Background: an optimization exercise with open tools, aiming at small area and few clock cycles per item. Do not read the settings as production practice.
In this exercise RTL edits were held to simulation tests only and were not proved equivalent to the original.

==> flow/design.v, too long to show whole: its modules and the start of the top module <==
// module fp_mult_pipe: 1386 lines
module fp_mult_pipe #(
   parameter int EXP_W = 8,
   parameter int MAN_W = 23
) (
   input  logic                 clk,
   input  logic                 rst_n,
   input  logic                 in_valid,
   output logic                 in_ready,
   input  logic [EXP_W+MAN_W:0] x,
   input  logic [EXP_W+MAN_W:0] y,
   output logic                 out_valid,
   input  logic                 out_ready,
   output logic [EXP_W+MAN_W:0] result
   ,
   output logic [3:0]           flags
);
  // ...
==> flow/flow/run.sh <==
#!/bin/bash
# Layout flow: the standard ORFS flow, with Yosys's generic `abc -fast` pass
# skipped in synthesis (synth -noabc), so that the full adders written in the RTL
# reach extract_fa as written and keep one polarity through the adder tree, and
# with every port buffered by a buf_2 instead of the default clkdlybuf4s50_1.
set -euo pipefail
cd "$(dirname "$0")/.."
export BUFFER_PORTS_ARGS="-buffer_cell sky130_fd_sc_hd__buf_2"
bash standard.sh synth SYNTH_ARGS=-noabc > synth.log 2>&1
bash standard.sh finish SYNTH_ARGS=-noabc > layout.log 2>&1
==> flow/standard.sh <==
#!/bin/bash
# synth_recipe.tcl (not shown) runs the flow's synth.tcl, then flattens the netlist and writes it again
# the make line also repeats each setting of config.mk as NAME=value (left out here)
make -C /OpenROAD-flow-scripts/flow DESIGN_CONFIG=/design/flow/config.mk WORK_HOME=/design/flow/orfs CLKGATE_MAP_FILE= SYNTH_SCRIPT=/design/flow/synth_recipe.tcl "${@:-finish}"
==> flow/config.mk <==
export PLATFORM = sky130hd
export DESIGN_NAME = fp_mult_pipe
export DESIGN_NICKNAME = fp_mult_pipe
export VERILOG_FILES = /design/flow/design.v
export SDC_FILE = /design/flow/constraint.sdc
export NUM_CORES = 4
export LEC_CHECK = 0
export CAP_MARGIN = 0
export CORE_MARGIN = 2
export CORE_UTILIZATION = 55
export GPL_TIMING_DRIVEN = 0
export SLEW_MARGIN = 0
==> flow/constraint.sdc <==
create_clock -name core_clock -period 7.5 [get_ports {clk}]
set_input_delay 1.5000 -clock core_clock [delete_from_list [all_inputs] [get_ports {clk}]]
set_output_delay 1.5000 -clock core_clock [all_outputs]
set_load 0.01 [all_outputs]
==> metrics.cfg, run 1 <==
[global_routing]
busiest_layer=met2
grt_max_degree=70

[timing]
fin_crit_ps=7320
final.period_utilization_pct=97.6
relSlewSlack_pct=23.4

[detailed_routing]
dr.pass1.iters=7
top_layer=met4
wirelength_mm=61.2

[floorplan]
nWellTaps=442

[synthesis]
synthArstFlopShare_pct=1.47
yosysMostFrequentCell=xnor2_1
yosysSeqAreaShare_pct=11.2
yosysTopAreaCell=fa_1
ys_types=86
synthTopCellsByArea=fa_1, xnor2_1, edfxtp_1
synthTopCellsByCount=xnor2_1, fa_1, o22ai_1
netlist.area_leader.share_pct=28.5

[cells_and_area]
multi_input_area_um2=15300
multi_input_area_share_pct=77.2
antenna_cells=1
clk_share_pct=1.71
drive_above_1_share_pct=9.96

[worst_setup_path]
cpPeakStageDelay_ps=780
arrival_ps=7340
path_buf_inv=3

[clocking]
cts_htree_levels=3

[run_status]
status=timing/DRC/antenna clean

Testbench counts, summed over its fixed seeds: cycles 16,008, items 16,000.
==> run 2: changes to the inputs <==
--- a/flow/design.v
+++ b/flow/design.v
@@ -34,16 +34,17 @@
    assign {sx, ex, mx} = x;
    assign {sy, ey, my} = y;
    assign zx   = (ex == '0);
    assign zy   = (ey == '0);
    assign infx = (ex == EONES) & (mx == '0);
    assign infy = (ey == EONES) & (my == '0);
    assign nanx = (ex == EONES) & (mx != '0);
    assign nany = (ey == EONES) & (my != '0);
+   logic [PW-1:0] p;
    wire bo0 = my[0] ^ 1'b0;
    wire bt0 = (my[1] & ~my[0] & ~1'b0) | (~my[1] & my[0] & 1'b0);
    wire bn0 = my[1] & ~(my[0] & 1'b0);
    wire xa1 = mx[0] ^ bn0;
    wire xa2 = mx[1] ^ bn0;
    wire xa3 = mx[2] ^ bn0;
    wire xa4 = mx[3] ^ bn0;
    wire xa5 = mx[4] ^ bn0;
@@ -1252,23 +1253,20 @@
    wire s1175 = c1002 ^ s1085 ^ c1084;
    wire c1176 = (c1002 & s1085) | ((c1002 ^ s1085) & c1084);
    wire s1177 = 1'b1 ^ s1087 ^ c1086;
    wire c1178 = (1'b1 & s1087) | ((1'b1 ^ s1087) & c1086);
    wire s1179 = pp588 ^ 1'b1 ^ c1088;
    wire c1180 = (pp588 & 1'b1) | ((pp588 ^ 1'b1) & c1088);
    wire [47:0] pa = {s1179, s1177, s1175, s1173, s1171, s1169, s1167, s1165, s1163, s1161, s1159, s1157, s1155, s1153, s1151, s1149, s1147, s1145, s1143, s1141, s1139, s1137, s1135, s1133, s1131, s1129, s1127, s1125, s1123, s1121, s1119, s1117, s1115, s1113, s1111, s1109, s1107, s1105, s1103, s1101, s1099, s1097, s1095, s1093, s1091, bn1, pp25, pp24};
    wire [47:0] pb = {c1178, c1176, c1174, c1172, c1170, c1168, c1166, c1164, c1162, c1160, c1158, c1156, c1154, c1152, c1150, c1148, c1146, c1144, c1142, c1140, c1138, c1136, c1134, c1132, c1130, c1128, c1126, c1124, c1122, c1120, c1118, c1116, c1114, c1112, c1110, c1108, c1106, c1104, c1102, c1100, c1098, c1096, c1094, c1092, c1090, s1089, 1'b0, bn0};
+   assign p = pa + pb;
    localparam int LO = MAN_W - 1;
-   logic [LO:0]   lo_sum;
-   logic          c_lo;
    logic [LO-1:0] orx, ory;
    logic          st_d;
-   assign lo_sum = {1'b0, pa[LO-1:0]} + {1'b0, pb[LO-1:0]};
-   assign c_lo   = lo_sum[LO];
    always_comb begin
       orx[0] = mx[0];
       ory[0] = my[0];
       for (int i = 1; i < LO; i++) begin
          orx[i] = orx[i-1] | mx[i];
          ory[i] = ory[i-1] | my[i];
       end
       st_d = 1'b0;
@@ -1290,52 +1288,47 @@
       end else if (zx | zy) begin
          sc_d  = 2'b01;
       end else begin
          sc_d  = 2'b00;
       end
    end
    logic          s_q;
    logic [EXP_W:0] e_q;    
-   logic [PW-1:LO] ha_q, hb_q;   
-   logic          c_q;           
+   logic [SW+1:0] ph_q;    
    logic          st_q;    
    logic [1:0]    sc_q;
    logic          inv_q;
    always_ff @(posedge clk or negedge rst_n) begin
       if (!rst_n)
          v_q <= 1'b0;
       else if (load)
          v_q <= in_valid;
    end
    always_ff @(posedge clk) begin
       if (load) begin
          s_q   <= sx ^ sy;
          e_q   <= {1'b0, ex} + {1'b0, ey};
-         ha_q  <= pa[PW-1:LO];
-         hb_q  <= pb[PW-1:LO];
-         c_q   <= c_lo;
+         ph_q  <= p[PW-1:MAN_W-1];
          st_q  <= st_d;
          sc_q  <= sc_d;
          inv_q <= inv_d;
       end
    end
-   logic [SW+1:0]    ph;      
    logic             msb, rnd1, rnd0, rnd, cry, ovf, unf, inx;
    logic [SW-1:0]    man_n;
    logic [SW-1:0]    ones;    
    logic [MAN_W-1:0] frac;
    logic [EXP_W-1:0] e_o;
-   assign ph    = ha_q + hb_q + (SW+2)'(c_q);
-   assign msb   = ph[SW+1];
-   assign man_n = msb ? ph[SW+1:2] : ph[SW:1];
-   assign rnd1  = ph[1] & (ph[0] | st_q | ph[2]);
-   assign rnd0  = ph[0] & (st_q | ph[1]);
+   assign msb   = ph_q[SW+1];
+   assign man_n = msb ? ph_q[SW+1:2] : ph_q[SW:1];
+   assign rnd1  = ph_q[1] & (ph_q[0] | st_q | ph_q[2]);
+   assign rnd0  = ph_q[0] & (st_q | ph_q[1]);
    assign rnd   = msb ? rnd1 : rnd0;
-   assign inx   = ph[0] | st_q | (msb & ph[1]);
+   assign inx   = ph_q[0] | st_q | (msb & ph_q[1]);
    always_comb begin
       ones[0] = 1'b1;
       for (int i = 1; i < SW; i++)
          ones[i] = ones[i-1] & man_n[i-1];
    end
    assign frac = man_n[MAN_W-1:0] ^ ({MAN_W{rnd}} & ones[MAN_W-1:0]);
    assign cry  = rnd & ones[SW-1] & man_n[SW-1];
    logic [1:0] inc;
==> flow/config.mk (replaced) <==
export PLATFORM = sky130hd
export DESIGN_NAME = fp_mult_pipe
export DESIGN_NICKNAME = fp_mult_pipe
export VERILOG_FILES = /design/flow/design.v
export SDC_FILE = /design/flow/constraint.sdc
export NUM_CORES = 4
export LEC_CHECK = 0
export CAP_MARGIN = 20
export CORE_MARGIN = 2
export CORE_UTILIZATION = 40
export CTS_BUF_LIST = sky130_fd_sc_hd__clkbuf_8
export GPL_TIMING_DRIVEN = 0
export SLEW_MARGIN = 20
==> run 2 against run 1 <==
  * Still clean on timing, DRC and antenna
  * Via count shrank 0.50%
  * Critical path depth grew 4
  * Cell count grew 3.4%
  * Global-route usage shrank 8.2 points
  * Worst hold slack lost 170 ps
  * Sequential share of layout area shrank 3.9 points
  * Setup slack lost 27 ps
  * Synthesized area shrank 5.6%
  * Largest cell class unchanged
==> metrics.cfg, run 2 <==
[global_routing]
antenna_found_initial=0  ; was 1
grt_pass1_vias=16100  ; was 16200
grt_overflow=0  ; unchanged
grt_pass1_wl_mm=95.4  ; was 93.5 mm
grt_max_degree=32  ; was 70
grt_util_all_layers_pct=28.1  ; was 36.3%

[synthesis]
synthCells=1953  ; was 1965
avgSynthCellArea_um2=8.79  ; was 9.26 um^2
synth_adder_area_share_pct=38.4  ; was 36.4%
yosysWarningCount=2  ; unchanged
synthArstFlopShare_pct=2.44  ; was 1.47%
yosys.area_share.simple_pct=11.5  ; was 11.3%
synth_top_family_by_area=adder cells  ; unchanged
synthTopCellsByArea=fa_1, xnor2_1, ha_1  ; was fa_1, xnor2_1, edfxtp_1
muxShareOfSynthArea_pct=1.09  ; was 0.619%
synthXorXnorAreaFrac_pct=15.1  ; was 15.2%
synth_area_um2=17200  ; was 18200 um^2
synth_compound_area_share_pct=21.1  ; was 19.8%
ys.flop_type=edfxtp_1  ; unchanged
netlist.area_leader.share_pct=30.0  ; was 28.5%
yosys_register_bits=41  ; was 68
postSynthNetCount=2394  ; was 2407
ys_types=68  ; was 86
synth_edf_count=40  ; was 67
yosysMostFrequentCell=xnor2_1  ; unchanged
yosysTopAreaCell=fa_1  ; unchanged
yosysSeqAreaShare_pct=7.14  ; was 11.2%
synthTopCellsByCount=xnor2_1, fa_1, o22ai_1  ; unchanged

[cells_and_area]
drive_above_1_share_pct=15.2  ; was 9.96%
largest_reg_flops=26
final.fill_count=4132  ; was 2940
syn2layout_area_growth_pct=13.1  ; was 9.20%
reg_top3=ph_q: 26 flops, e_q: 9 flops, sc_q: 2 flops  ; was ha_q: 26 flops, hb_q: 26 flops, e_q: 9 flops
top_register=ph_q
final_common_cell=xnor2_1  ; unchanged
final_cell_mix=xnor2_1, fa_1, o22ai_1  ; unchanged
nets=2516  ; was 2525
fin_cells=2616  ; was 2531

[worst_setup_path]
path_buf_inv=2  ; was 3
path_common_cell=fa_1  ; unchanged
cp_cell_sequence=buf_2 -> buf_1 -> xnor2_1 -> o22ai_1 -> fa_1 -> fa_1 -> fa_1 -> fa_1 -> ha_1 -> nand4_1 -> a21oi_1 -> o211ai_1 -> or4_1 -> nand3_1 -> a31oi_2 -> o41ai_1 -> xnor2_1  ; was buf_2 -> clkbuf_1 -> clkbuf_1 -> nand2_1 -> o21ai_0 -> fa_1 -> fa_1 -> fa_1 -> fa_1 -> fa_1 -> ha_1 -> nand4_1 -> o31ai_1
critPathKind=primary input to flip-flop  ; unchanged
cp.depth=17  ; was 13
critPathLaunchType=primary input  ; unchanged
arrival_ps=7390  ; was 7340 ps
cp.required_ps=7550  ; was 7520 ps
worst-path-max-fanout=10  ; unchanged
crit_family=adder cells  ; unchanged
slowest_stage=buf_1  ; was clkbuf_1
cpPeakStageDelay_ps=740  ; was 780 ps
ff2ff_path_depth=2  ; was 1
end_kind=flip-flop  ; unchanged

[min_path]
whs_path_depth=2
hold_path_class=flip-flop to flip-flop  ; was primary input to asynchronous set/reset pin

[detailed_routing]
ant_nets=0  ; unchanged
drt-initial-drc-count=1500  ; was 1136
route.met3.wl_mm=5.51  ; was 3.71 mm
vias=16000  ; was 16100
wirelength_mm=63.3  ; was 61.2 mm
wl_per_cell_um=24.2  ; about the same
met1Wirelength_mm=27.2  ; was 24.5 mm
dr_wl_met2_mm=28.1  ; was 29.1 mm
top_layer=met4  ; unchanged
dr.pass1.iters=6  ; was 7
viasPerCell=6.12  ; was 6.35
drc=0  ; unchanged

[floorplan]
die_area_um2=44600  ; was 34600 um^2
core_area_um2=42100  ; was 32500 um^2
start_util_pct=40.8  ; was 55.9%
ioPinCount=106  ; unchanged
rows=75  ; was 66
dieWidth_um=211  ; was 186 um
dieHeight_um=211  ; was 186 um

[timing]
setup_viol=0  ; unchanged
fin_crit_ps=7350  ; was 7320 ps
hold_violations=0  ; unchanged
tightest_slew_ps=1070  ; was 1150 ps
final.period_utilization_pct=98.0  ; was 97.6%
tns_ps=0  ; unchanged
relSlewSlack_pct=28.6  ; was 23.4%
maxSlewViolCount=0  ; unchanged
fmax_mhz=136  ; was 137 MHz
skew_ps=6.71  ; was 13.8 ps

[clocking]
clockBufferDepth=2  ; unchanged
cts_made_buffers=5  ; was 9
clk_latency_ps=300  ; was 340 ps
path_clk_slew_ps=80  ; was 60 ps
clock_sinks=41  ; was 68
cts_htree_levels=2  ; was 3
cts_tree=built  ; unchanged
root_buffer=clkbuf_8  ; was clkbuf_16

[placement]
io_buffers=102  ; was 100
dp.cells=2595  ; was 2507
hpwl_mm=53.4  ; was 50.9 mm
gp_congestion=0.980  ; was 1.00

[run_status]
status=timing/DRC/antenna clean  ; unchanged

[job]
maxCapViolCount=0  ; unchanged

[run 2: changes by cell type after synthesis, moves of 9 or more]
cell,delta
a21oi_1,+17
buf_2,-9
nand2_1,+30
nor2b_1,-11
o21ai_0,+19
xnor2_1,-14
nor3_1,-15
nand2b_1,+9
nand3_1,+15
edfxtp_1,-27
[run 2: tightest hold or removal path, cell delays in order, from the launching register on]
cell and delay, ps:
dfrtp_1 360, nand2b_2 220, nand2b_1 140
[run 2: path summary, 6_finish.rpt]
path | startpoint | end | slack [ps]
min reg2reg | v_q$_DFFE_PN0P_ | v_q$_DFFE_PN0P_ | 750
max in group asynchronous | rst_n | v_q$_DFFE_PN0P_ | 6470
min in group asynchronous | rst_n | v_q$_DFFE_PN0P_ | 950
max | x[8] | ph_q[25]$_DFFE_PP_ | 150
max reg2reg | v_q$_DFFE_PN0P_ | ph_q[24]$_DFFE_PP_ | 6280
min | v_q$_DFFE_PN0P_ | v_q$_DFFE_PN0P_ | 750
[run 2: cells by family after synthesis]
kind of cell,Yosys count
compound gates,578
simple gates,389
fa+ha+maj,373
xor+xnor,296
buf+inv,258
flops,41
mux,18
[run 2: final cells by class]
type / count / area [um^2] / area share (%)
plain buffers: 137 / 821 / 4.23
well taps: 539 / 674 / 3.47
clock inverters: 3 / 68.8 / 0.354
multi-input cells: 1654 / 15400 / 79.2
flip-flops and latches: 41 / 1230 / 6.31
repair buffers: 128 / 727 / 3.74
inverters: 108 / 454 / 2.34
diodes: 1 / 2.50 / 0.0129
clock buffers: 5 / 68.8 / 0.354
[run 2: metrics by stage]
step	worst slack [ps]	area (um^2)	hold slack, ps	utilization [%]
detailed placement	-2150	18400	750	43.6
global placement	-2090	18400	1270	43.6
finish	153	19400	747	46.1
floorplan	4.00	17200	1200	-
global route	-6.58	19400	825	46.1
CTS	5.67	18900	768	44.9
[run 2: timing repair]
| action | in CTS | in global routing |
|---|---|---|
| setup buffers | 10 | 15 |
| pin swaps | 6 | 18 |
| setup endpoints to repair | 24 | 17 |
| resized for setup | 169 | 128 |
| hold buffers | 0 | 0 |
[run 2: metal layers]
metal / vias up / GRT usage (%)
met5: - / 0
met4: 0 / 9.18
li1: 7215 / -
met3: 112 / 4.30
met1: 7940 / 38.5
met2: 732 / 45.5
Testbench counts of run 2, summed over its fixed seeds: cycles 16,008, items 16,000.
==> run 3: changes to the inputs <==
--- a/flow/config.mk
+++ b/flow/config.mk
@@ -9,5 +9,5 @@
 export CORE_MARGIN = 2
 export CORE_UTILIZATION = 40
 export CTS_BUF_LIST = sky130_fd_sc_hd__clkbuf_8
-export GPL_TIMING_DRIVEN = 0
+export GPL_TIMING_DRIVEN = 1
 export SLEW_MARGIN = 20
==> run 3 against run 2 <==
  * Setup slack improved by 94 ps
  * Sequential cell count unchanged
  * Cell count rose by 2.6%
  * Utilization grew 1.2 points
  * Synthesized area unchanged
  * Die area unchanged
  * Fmax grew 1.3%
  * Critical endpoint is now ph_q[24]$_DFFE_PP_
  * Largest cell class unchanged
==> metrics.cfg, run 3 <==
[global_routing]
antenna_found_initial=2  ; was 0
grt_overflow=0  ; unchanged
grt_util_all_layers_pct=26.9  ; was 28.1%
grt_pass1_wl_mm=92.4  ; was 95.4 mm
grt_pass1_vias=16000  ; was 16100
grt_max_degree=49  ; was 32

[synthesis]
yosysWarningCount=2  ; unchanged
ys_types=68  ; unchanged
yosysTopAreaCell=fa_1  ; unchanged
postSynthNetCount=2394  ; unchanged
synthTopCellsByArea=fa_1, xnor2_1, ha_1  ; unchanged
synth_edf_count=40  ; unchanged
synthCells=1953  ; unchanged
yosysSeqAreaShare_pct=7.14  ; unchanged
yosysMostFrequentCell=xnor2_1  ; unchanged
avgSynthCellArea_um2=8.79  ; unchanged
synthArstFlopShare_pct=2.44  ; unchanged
ys.flop_type=edfxtp_1  ; unchanged
synth_area_um2=17200  ; unchanged
netlist.area_leader.share_pct=30.0  ; unchanged
synthTopCellsByCount=xnor2_1, fa_1, o22ai_1  ; unchanged
yosys_register_bits=41  ; unchanged

[clocking]
cts-hold-fix-buffers=0  ; unchanged
cts_tree=built  ; unchanged
clk_latency_ps=300  ; about the same
clockBufferDepth=2  ; unchanged
cts_made_buffers=5  ; unchanged
path_clk_slew_ps=80  ; about the same
clock_sinks=41  ; unchanged
root_buffer=clkbuf_8  ; unchanged
cts_htree_levels=2  ; unchanged

[cells_and_area]
drive_above_1_share_pct=18.4  ; was 15.2%
reg_top3=ph_q: 26 flops, e_q: 9 flops, sc_q: 2 flops  ; unchanged
fin_cells=2683  ; was 2616
nets=2584  ; was 2516
final_common_cell=xnor2_1  ; unchanged
syn2layout_area_growth_pct=16.0  ; was 13.1%
final.fill_count=4012  ; was 4132
largest_reg_flops=26  ; unchanged
final_util_pct=47.3  ; was 46.1%
antenna_cells=0  ; was 1
top_register=ph_q  ; unchanged
final_cell_mix=xnor2_1, fa_1, o22ai_1  ; unchanged

[worst_setup_path]
path_common_cell=fa_1  ; unchanged
critPathKind=primary input to flip-flop  ; unchanged
cp_cell_sequence=buf_2 -> ha_1 -> nand2b_1 -> inv_2 -> buf_12 -> xnor2_1 -> o22ai_1 -> fa_1 -> fa_1 -> fa_1 -> fa_1 -> fa_1 -> ha_1 -> a21oi_1 -> o21ai_0 -> nor3_2 -> buf_4 -> a211oi_1 -> buf_4 -> o31ai_4 -> inv_1 -> a221oi_1 -> xnor2_1  ; was buf_2 -> buf_1 -> xnor2_1 -> o22ai_1 -> fa_1 -> fa_1 -> fa_1 -> fa_1 -> ha_1 -> nand4_1 -> a21oi_1 -> o211ai_1 -> or4_1 -> nand3_1 -> a31oi_2 -> o41ai_1 -> xnor2_1
rr_endpoint=ph_q[8]$_DFFE_PP_  ; was ph_q[24]$_DFFE_PP_
cp.required_ps=7550  ; about the same
path_buf_inv=6  ; was 2
startpoint=y[7]  ; was x[8]
r2r-start=v_q$_DFFE_PN0P_  ; unchanged
worst-path-max-fanout=5  ; was 10
crit_end=ph_q[24]$_DFFE_PP_  ; was ph_q[25]$_DFFE_PP_
r2r_slack_ps=6210  ; was 6280 ps
cpPeakStageDelay_ps=590  ; was 740 ps
cp.depth=23  ; was 17
arrival_ps=7300  ; was 7390 ps
critPathLaunchType=primary input  ; unchanged
slowest_stage=fa_1  ; was buf_1
crit_family=adder cells  ; unchanged
end_kind=flip-flop  ; unchanged
ff2ff_path_depth=2  ; unchanged

[timing]
skew_ps=8.60  ; was 6.71 ps
fin_crit_ps=7250  ; was 7350 ps
setup_viol=0  ; unchanged
hold_violations=0  ; unchanged
rsz0062_at_grt=false
fmax_mhz=138  ; was 136 MHz
final.period_utilization_pct=96.7  ; was 98.0%
tightest_slew_ps=708  ; was 1070 ps
relSlewSlack_pct=52.7  ; was 28.6%
tns_ps=0  ; unchanged
maxSlewViolCount=0  ; unchanged

[min_path]
hold_path_class=flip-flop to flip-flop  ; unchanged

[floorplan]
dieWidth_um=211  ; unchanged
die_area_um2=44600  ; unchanged
dieHeight_um=211  ; unchanged
start_util_pct=40.8  ; unchanged
core_area_um2=42100  ; unchanged
ioPinCount=106  ; unchanged
rows=75  ; unchanged

[job]
maxCapViolCount=0  ; unchanged

[detailed_routing]
drc=0  ; unchanged
vias=16000  ; about the same
wl_per_cell_um=22.4  ; was 24.2 um
dr.pass1.iters=5  ; was 6
ant_nets=0  ; unchanged
drt-initial-drc-count=1744  ; was 1500
wirelength_mm=60.1  ; was 63.3 mm
viasPerCell=5.95  ; was 6.12

[placement]
dp.cells=2671  ; was 2595
io_buffers=105  ; was 102
gp_congestion=0.977  ; was 0.980
hpwl_mm=50.6  ; was 53.4 mm

[run_status]
status=timing/DRC/antenna clean  ; unchanged

run 3: logic make-up (layout without fill, tap and decap cells):
| logic type | after synthesis | in the layout | share of synthesized area (%) |
|---|---|---|---|
| AOI/OAI and AO/OA | 578 | 578 | 21.1 |
| adders and majority gates | 373 | 373 | 38.4 |
| buffers and inverters | 258 | 449 | 5.69 |
| and+or+nand+nor | 389 | 389 | 11.5 |
| muxes | 18 | 18 | 1.09 |
| xor gates and xnor gates | 296 | 296 | 15.1 |
| DFF | 41 | 41 | 7.14 |
run 3: final cells by class:
type | count | area [um^2] | area share (%)
clock buffers | 5 | 68.8 | 0.346
clock inverters | 3 | 46.3 | 0.232
inverters | 108 | 405 | 2.04
multi-input cells | 1654 | 15100 | 75.8
flip-flops and latches | 41 | 1230 | 6.16
well taps | 539 | 674 | 3.39
repair buffers | 333 | 2400 | 12.1
run 3: repair_timing:
action / 4_1_cts / 5_1_grt
buffers inserted: 0 / 4
pin swaps: 1 / 3
setup endpoints to repair: 7 / 14
gates resized for setup: 1 / 16
run 3: layer usage:
| metal | track usage [%] | wire, um | vias to the layer above |
|---|---|---|---|
| met1 | 38.2 | 26800 | 7840 |
| met2 | 43.0 | 26500 | 690 |
| li1 | - | - | 7356 |
| met3 | 4.79 | 5290 | 78 |
| met5 | 0 | 22 | - |
| met4 | 5.97 | 1450 | 4 |
run 3: worst min path at each step:
stage | endpoint | slack (ps) | startpoint | cells after the start
after floorplan | v_q$_DFFE_PN0P_ | 1200 | rst_n | 0
after global placement | v_q$_DFFE_PN0P_ | 860 | v_q$_DFFE_PN0P_ | 3
after detailed placement | v_q$_DFFE_PN0P_ | 880 | v_q$_DFFE_PN0P_ | 3
after CTS | v_q$_DFFE_PN0P_ | 900 | v_q$_DFFE_PN0P_ | 3
after global routing | v_q$_DFFE_PN0P_ | 940 | rst_n | 1
final | v_q$_DFFE_PN0P_ | 880 | v_q$_DFFE_PN0P_ | 3
run 3: tightest hold or removal path, stage by stage, from the launching register on:
cell	delay, ps
dfrtp_1	360
nand2b_2	60
buf_4	290
nand2b_1	140
run 3: metrics by stage:
stage	setup WS (ps)	area [um^2]	hold WS (ps)
after floorplan	4.00	17200	1200
after global placement	-458	19700	861
after detailed placement	-562	19700	879
after CTS	6.99	19800	904
after global routing	4.93	19900	943
final	247	19900	884
==> run 4: changes to the inputs <==
--- a/flow/config.mk
+++ b/flow/config.mk
@@ -7,7 +7,8 @@
 export LEC_CHECK = 0
 export CAP_MARGIN = 20
 export CORE_MARGIN = 2
-export CORE_UTILIZATION = 40
+export CORE_UTILIZATION = 60
 export CTS_BUF_LIST = sky130_fd_sc_hd__clkbuf_8
-export GPL_TIMING_DRIVEN = 1
+export GPL_TIMING_DRIVEN = 0
+export PLACE_DENSITY = 0.75
 export SLEW_MARGIN = 20
==> run 4 against run 3 <==
  * The layout now fails its checks (setup timing)
  * Clock-buffer cell count stayed put
  * Worst hold slack worse by 18 ps
  * Cell count is 8.4% lower
  * Sequential cell count stayed put
  * Register-to-register slack worse by 20 ps
  * Design area is 4.1% lower
  * Critical endpoint is now ph_q[15]$_DFFE_PP_
  * Sequential share of layout area is 0.26 points higher
  * Via count is 2.5% higher
  * Fmax is 3.7% lower
  * First-iteration DRC count is 0.29% lower
==> metrics.cfg, run 4 <==
[synthesis]
synthTopCellsByArea=fa_1, xnor2_1, ha_1  ; unchanged
yosysTopAreaCell=fa_1  ; unchanged
netlist.area_leader.share_pct=30.0  ; unchanged
postSynthNetCount=2394  ; unchanged
avgSynthCellArea_um2=8.79  ; unchanged
synthArstFlopShare_pct=2.44  ; unchanged
yosysMostFrequentCell=xnor2_1  ; unchanged
synthCells=1953  ; unchanged
ys.flop_type=edfxtp_1  ; unchanged
yosys_register_bits=41  ; unchanged
synth_edf_count=40  ; unchanged
synthTopCellsByCount=xnor2_1, fa_1, o22ai_1  ; unchanged
synth_area_um2=17200  ; unchanged
ys_types=68  ; unchanged
yosysSeqAreaShare_pct=7.14  ; unchanged
yosysWarningCount=2  ; unchanged

[worst_setup_path]
end_kind=flip-flop  ; unchanged
critPathLaunchType=primary input  ; unchanged
arrival_ps=7570  ; was 7300 ps
ff2ff_path_depth=2  ; unchanged
cp.required_ps=7540  ; was 7550 ps
startpoint=x[8]  ; was y[7]
crit_end=ph_q[15]$_DFFE_PP_  ; was ph_q[24]$_DFFE_PP_
worst-path-max-fanout=10  ; was 5
r2r-start=v_q$_DFFE_PN0P_  ; unchanged
r2r_slack_ps=6190  ; was 6210 ps
critPathKind=primary input to flip-flop  ; unchanged
rr_endpoint=ph_q[12]$_DFFE_PP_  ; was ph_q[8]$_DFFE_PP_

[global_routing]
grt_pass1_vias=16200  ; was 16000
grt_max_degree=26  ; was 49
grt_pass1_wl_mm=91.1  ; was 92.4 mm
grt_overflow=0  ; unchanged
grt_util_all_layers_pct=39.2  ; was 26.9%
antenna_found_initial=2  ; unchanged

[placement]
gp_congestion=1.04  ; was 0.977
place_ws_ps=-1960  ; was -562 ps
hpwl_mm=49.8  ; was 50.6 mm
io_buffers=102  ; was 105

[clocking]
cts_tree=built  ; unchanged
clockBufferDepth=2  ; unchanged
cts_made_buffers=5  ; unchanged
cts_htree_levels=2  ; unchanged
clock_sinks=41  ; unchanged
path_clk_slew_ps=70  ; was 80 ps
clk_latency_ps=290  ; was 300 ps
cts-hold-fix-buffers=0  ; unchanged
root_buffer=clkbuf_8  ; unchanged

[floorplan]
core_area_um2=28000  ; was 42100 um^2
ioPinCount=106  ; unchanged
dieHeight_um=173  ; was 211 um
rows=61  ; was 75
die_area_um2=30000  ; was 44600 um^2
dieWidth_um=173  ; was 211 um
start_util_pct=61.3  ; was 40.8%

[cells_and_area]
largest_reg_flops=26  ; unchanged
syn2layout_area_growth_pct=11.2  ; was 16.0%
top_register=ph_q  ; unchanged
drive_above_1_share_pct=14.6  ; was 18.4%
nets=2519  ; was 2584
final_cell_mix=xnor2_1, fa_1, o22ai_1  ; unchanged
reg_top3=ph_q: 26 flops, e_q: 9 flops, sc_q: 2 flops  ; unchanged
final_common_cell=xnor2_1  ; unchanged

[timing]
holdWs_ps=867  ; was 884 ps
fin_crit_ps=7530  ; was 7250 ps
setup_viol=2  ; was 0
skew_ps=5.28  ; was 8.60 ps
tightest_slew_ps=1070  ; was 708 ps
tns_ps=-36.6  ; was 0 ps
final.period_utilization_pct=100  ; was 96.7%
fmax_mhz=133  ; was 138 MHz
maxSlewViolCount=0  ; unchanged
hold_violations=0  ; unchanged
layout_setup_ws_ps=-29.2  ; was 247 ps
relSlewSlack_pct=28.4  ; was 52.7%

[run_status]
status=finished with violations  ; was timing/DRC/antenna clean
so_faults=setup timing

[job]
maxCapViolCount=0  ; unchanged

[min_path]
hold_path_class=flip-flop to flip-flop  ; unchanged

[detailed_routing]
vias=16400  ; was 16000
drt-initial-drc-count=1739  ; was 1744
dr.pass1.iters=6  ; was 5
wirelength_mm=59.6  ; was 60.1 mm
wl_per_cell_um=24.3  ; was 22.4 um
ant_nets=0  ; unchanged
viasPerCell=6.66  ; was 5.95
drc=0  ; unchanged

## run 4: cell counts after synthesis
Identical to the previous run, type by type.
## run 4: worst min-delay path by stage
stage,start,end,slack (ps),depth (start not counted)
finish,v_q$_DFFE_PN0P_,v_q$_DFFE_PN0P_,870,2
global route,v_q$_DFFE_PN0P_,v_q$_DFFE_PN0P_,940,2
CTS,v_q$_DFFE_PN0P_,v_q$_DFFE_PN0P_,870,2
detailed placement,v_q$_DFFE_PN0P_,v_q$_DFFE_PN0P_,850,2
global placement,rst_n,v_q$_DFFE_PN0P_,1270,1
floorplan,rst_n,v_q$_DFFE_PN0P_,1200,0
## run 4: per-layer routing
| metal | GRT usage, % | up-vias | wire length, um | part of all wire, % |
|---|---|---|---|---|
| met2 | 63.1 | 1024 | 27100 | 45 |
| met5 | 0 | - | 101 | 0.17 |
| met4 | 18.9 | 2 | 3180 | 5.3 |
| li1 | - | 7243 | - | - |
| met3 | 8.44 | 177 | 6680 | 11 |
| met1 | 50.4 | 7922 | 22600 | 38 |
## run 4: metrics by stage
stage	util (%)	cells	instance area, um^2
5_1_grt	68.2	2457	19100
3_3_place_gp	64.8	2433	18200
2_1_floorplan	-	1953	17200
4_1_cts	66.5	2442	18600
3_5_place_dp	64.9	2434	18200
6_report	68.2	2458	19100
## run 4: worst max-delay path, cell delays in order
cell	delay, ps
buf_2	160
clkdlybuf4s15_1	650
xnor2_1	450
o22ai_1	150
fa_1	570
fa_1	450
fa_1	500
fa_1	530
fa_1	420
ha_2	430
nand2_1	80
a2111o_1	520
a31oi_4	390
o21ai_1	220
o21ai_0	240
o211ai_1	140
xnor2_1	150
## run 4: what timing repair did
item	4_1_cts	5_1_grt
endpoints found under the setup margin	24	19
resized for setup	143	144
setup buffers	5	21
pin swaps	4	12
gates cloned	0	0
## run 4: layout make-up
class / count / area [um^2]
multi-input combinational: 1654 / 15300
fill: 2390 / 8920
inverter: 108 / 434
clock buffer: 5 / 68.8
timing repair buffer: 129 / 744
clock inverter: 2 / 35.0
buffer: 139 / 795
tap: 378 / 473
antenna: 2 / 5.00
sequential: 41 / 1230
## run 4: cells by family (layout without fill, tap and decap cells)
group | Yosys count | in the layout | share of synthesized area (%)
AOI/OAI and AO/OA | 578 | 578 | 21.1
and+or+nand+nor | 389 | 389 | 11.5
adders and majority gates | 373 | 373 | 38.4
xor gates and xnor gates | 296 | 296 | 15.1
buffers and inverters | 258 | 383 | 5.69
DFF | 41 | 41 | 7.14
muxes | 18 | 18 | 1.09
other | 0 | 2 | 0
==> run 5: changes to the inputs <==
==> flow/flow/run.sh (replaced) <==
#!/bin/bash
# Layout flow: the standard ORFS flow, with Yosys's generic `abc -fast` pass
# skipped in synthesis (synth -noabc), so that the full adders written in the RTL
# reach extract_fa as written and keep one polarity through the adder tree.
# The technology mapping abc pass at the end of synthesis still runs.
set -euo pipefail
cd "$(dirname "$0")/.."
bash standard.sh synth SYNTH_ARGS=-noabc > synth.log 2>&1
bash standard.sh finish SYNTH_ARGS=-noabc > layout.log 2>&1
--- a/flow/config.mk
+++ b/flow/config.mk
@@ -7,8 +7,6 @@
 export LEC_CHECK = 0
 export CAP_MARGIN = 20
 export CORE_MARGIN = 2
-export CORE_UTILIZATION = 60
-export CTS_BUF_LIST = sky130_fd_sc_hd__clkbuf_8
+export CORE_UTILIZATION = 40
 export GPL_TIMING_DRIVEN = 0
-export PLACE_DENSITY = 0.75
 export SLEW_MARGIN = 20
==> run 5 against run 4 <==
  * Now clean on timing, DRC and antenna
  * Design area grew 9.7%
  * Via count shrank 0.98%
  * Clock skew is essentially flat
  * Die area grew 49%
  * Register-to-register slack gained 100 ps
  * Largest cell class unchanged
  * Setup slack gained 140 ps
  * Global-route usage shrank 11 points
  * Non-clock buffer count grew 22
  * Highest routed layer is now met4
==> metrics.cfg, run 5 <==
[cells_and_area]
final_cell_mix=fa_1, xnor2_1, o22ai_1  ; was xnor2_1, fa_1, o22ai_1
largest_reg_flops=26  ; unchanged
final.fill_count=4021  ; was 2390
antenna_cells=0  ; was 2
nets=2541  ; was 2519
reg_top3=ph_q: 26 flops, e_q: 9 flops, sc_q: 2 flops  ; unchanged
fin_cells=2640  ; was 2458
final_common_cell=fa_1  ; was xnor2_1
drive_above_1_share_pct=15.8  ; was 14.6%
syn2layout_area_growth_pct=22.0  ; was 11.2%
top_register=ph_q  ; unchanged

[global_routing]
grt_pass1_wl_mm=96.6  ; was 91.1 mm
grt_pass1_vias=16300  ; was 16200
grt_max_degree=34  ; was 26
grt_util_all_layers_pct=28.3  ; was 39.2%
grt_overflow=0  ; unchanged
antenna_found_initial=1  ; was 2

[floorplan]
die_area_um2=44600  ; was 30000 um^2
core_area_um2=42100  ; was 28000 um^2
ioPinCount=106  ; unchanged
dieHeight_um=211  ; was 173 um
start_util_pct=40.8  ; was 61.3%
dieWidth_um=211  ; was 173 um
rows=75  ; was 61

[timing]
skew_ps=5.37  ; was 5.28 ps
final.period_utilization_pct=98.5  ; was 100%
hold_violations=0  ; unchanged
tns_ps=0  ; was -36.6 ps
relSlewSlack_pct=45.8  ; was 28.4%
maxSlewViolCount=0  ; unchanged
tightest_slew_ps=809  ; was 1070 ps
layout_setup_ws_ps=114  ; was -29.2 ps
holdWs_ps=733  ; was 867 ps
fmax_mhz=135  ; was 133 MHz
fin_crit_ps=7390  ; was 7530 ps
setup_viol=0  ; was 2

[run_status]
status=timing/DRC/antenna clean  ; was finished with violations

[detailed_routing]
viasPerCell=6.14  ; was 6.66
wl_per_cell_um=24.1  ; was 24.3 um
vias=16200  ; was 16400
ant_nets=0  ; unchanged
drt-initial-drc-count=1519  ; was 1739
wirelength_mm=63.7  ; was 59.6 mm
drc=0  ; unchanged
dr.pass1.iters=5  ; was 6

[synthesis]
synth_edf_count=40  ; unchanged
synth_area_um2=17200  ; unchanged
synth_top_family_by_area=adder cells  ; unchanged
yosys.area_share.simple_pct=11.5  ; unchanged
synth_compound_area_share_pct=21.1  ; unchanged
yosysWarningCount=2  ; unchanged
ys_types=68  ; unchanged
avgSynthCellArea_um2=8.79  ; unchanged
synthCells=1953  ; unchanged
synthTopCellsByArea=fa_1, xnor2_1, ha_1  ; unchanged
synthTopCellsByCount=xnor2_1, fa_1, o22ai_1  ; unchanged
yosys_register_bits=41  ; unchanged
synthArstFlopShare_pct=2.44  ; unchanged
muxShareOfSynthArea_pct=1.09  ; unchanged
postSynthNetCount=2394  ; unchanged
yosysMostFrequentCell=xnor2_1  ; unchanged
yosysSeqAreaShare_pct=7.14  ; unchanged
ys.flop_type=edfxtp_1  ; unchanged
synthXorXnorAreaFrac_pct=15.1  ; unchanged
yosysTopAreaCell=fa_1  ; unchanged
synth_adder_area_share_pct=38.4  ; unchanged
netlist.area_leader.share_pct=30.0  ; unchanged

[placement]
gp_congestion=0.988  ; was 1.04
io_buffers=102  ; unchanged
dp.cells=2595  ; was 2434
hpwl_mm=52.9  ; was 49.8 mm
place_ws_ps=-2590  ; was -1960 ps

[clocking]
root_buffer=clkbuf_16  ; was clkbuf_8
cts_made_buffers=5  ; unchanged
cts-hold-fix-buffers=0  ; unchanged
clockBufferDepth=2  ; unchanged
cts_tree=built  ; unchanged
clock_sinks=41  ; unchanged
path_clk_slew_ps=60  ; was 70 ps
cts_htree_levels=2  ; unchanged
clk_latency_ps=280  ; was 290 ps

[worst_setup_path]
worst-path-max-fanout=5  ; was 10
r2r_slack_ps=6290  ; was 6190 ps
end_kind=flip-flop  ; unchanged
critPathKind=primary input to flip-flop  ; unchanged
rr_endpoint=ph_q[18]$_DFFE_PP_  ; was ph_q[12]$_DFFE_PP_
ff2ff_path_depth=2  ; unchanged
r2r-start=v_q$_DFFE_PN0P_  ; unchanged
arrival_ps=7410  ; was 7570 ps
cp.required_ps=7530  ; was 7540 ps
critPathLaunchType=primary input  ; unchanged

[min_path]
hold_path_class=flip-flop to flip-flop  ; unchanged
whs_path_depth=2  ; unchanged
hp-start=v_q$_DFFE_PN0P_  ; unchanged
min_to=v_q$_DFFE_PN0P_  ; unchanged

[job]
maxCapViolCount=0  ; unchanged

==> run 5: cell counts after synthesis <==
No cell type changed its count.
==> run 5: kinds of logic after synthesis <==
group / Yosys count
AO/OA/AOI/OAI: 578
AND/OR/NAND/NOR: 389
adder cells (fa/ha/maj): 373
XOR/XNOR: 296
buffers and inverters: 258
flip-flops: 41
multiplexers: 18
==> run 5: worst max-delay path, stage by stage <==
cell	delay, ps
clkdlybuf4s50_1	730
inv_1	290
xnor2_1	330
o22ai_1	150
fa_1	430
fa_1	520
fa_2	600
fa_1	440
fa_1	520
ha_4	290
nand2_1	90
nor4_4	370
nand4_1	220
a211oi_4	210
buf_6	160
buf_4	120
o21a_1	140
o21a_1	140
nor2_1	50
xnor2_1	130
==> run 5: repair_timing <==
action | 4_1_cts | 5_1_grt
setup buffers | 17 | 25
pin swaps | 24 | 38
gates resized for setup | 331 | 262
hold endpoints to repair | 0 | 0
cloned | 0 | 1
endpoints found under the setup margin | 26 | 41
==> run 5: layout make-up <==
cell class	instances	area [um^2]	share of cell area, %
clock inverters	3	65.1	0.311
flip-flops and latches	41	1230	5.85
plain buffers	144	1110	5.32
well taps	539	674	3.22
inverters	108	442	2.11
multi-input cells	1654	15900	75.9
clock buffers	5	125	0.597
repair buffers	146	1390	6.65
==> run 5: metrics by stage <==
step | util, % | instance area (um^2)
after floorplan | - | 17200
after global placement | 44.8 | 18900
after detailed placement | 44.8 | 18900
after CTS | 47.6 | 20100
after global routing | 49.7 | 20900
final | 49.7 | 20900
==> run 5: how the worst max path moves through the flow <==
stage                     cells past startpoint            endpoint   from
final                                        20  ph_q[14]$_DFFE_PP_   x[8]
after global routing                         19  ph_q[13]$_DFFE_PP_   x[4]
after CTS                                    24  ph_q[17]$_DFFE_PP_   y[5]
after detailed placement                     24  ph_q[21]$_DFFE_PP_  y[19]
after global placement                       24  ph_q[21]$_DFFE_PP_  y[19]
after floorplan                              23  ph_q[21]$_DFFE_PP_  y[13]
==> run 5: metal layers <==
layer	wire length (um)	vias up	GRT usage [%]
li1	-	7284	-
met1	26900	8016	38.3
met2	28900	788	46.2
met3	5650	120	5.04
met4	2290	0	8.69
met5	0	-	0

-- separate check: timing with driven ports --
How much do the figures lean on ideal ports? The routed layouts below were timed once more, with nothing changed but the port constraints. Step 1 (the two cells are an assumption about what drives the block):
set clk [get_ports {clk}]
set_driving_cell -lib_cell sky130_fd_sc_hd__clkbuf_16 $clk
set_driving_cell -lib_cell sky130_fd_sc_hd__buf_2 [delete_from_list [all_inputs] $clk]
Step 2 adds t to the input delays and takes it off the output delays; t is the mean of the earliest and latest rising clock arrival at the registers after step 1. Input paths then give back, and output paths get back, about the clock's delay inside the block. a / b / c = ideal / step 1 / step 2; a / b = the first two.
| run | shift t [ns] | setup WS [ns] | worst register clock-pin slew, ns |
|---|---|---|---|
| run 1 | 0.381 | 0.180 / 0.196 / -0.185 | 0.06 / 0.06 |
| run 2 | 0.333 | 0.153 / 0.159 / -0.173 | 0.08 / 0.08 |
| run 3 | 0.327 | 0.247 / 0.258 / -0.068 | 0.08 / 0.08 |
| run 4 | 0.325 | -0.029 / -0.014 / -0.339 | 0.07 / 0.07 |
| run 5 | 0.320 | 0.114 / 0.126 / -0.194 | 0.06 / 0.06 |
Met with ideal ports but missed after step 2: setup timing in run 1, run 2, run 3 and run 5. The setup slack of run 1, which loses most, moves by +0.016 ns with the drivers and by -0.365 ns with both steps.
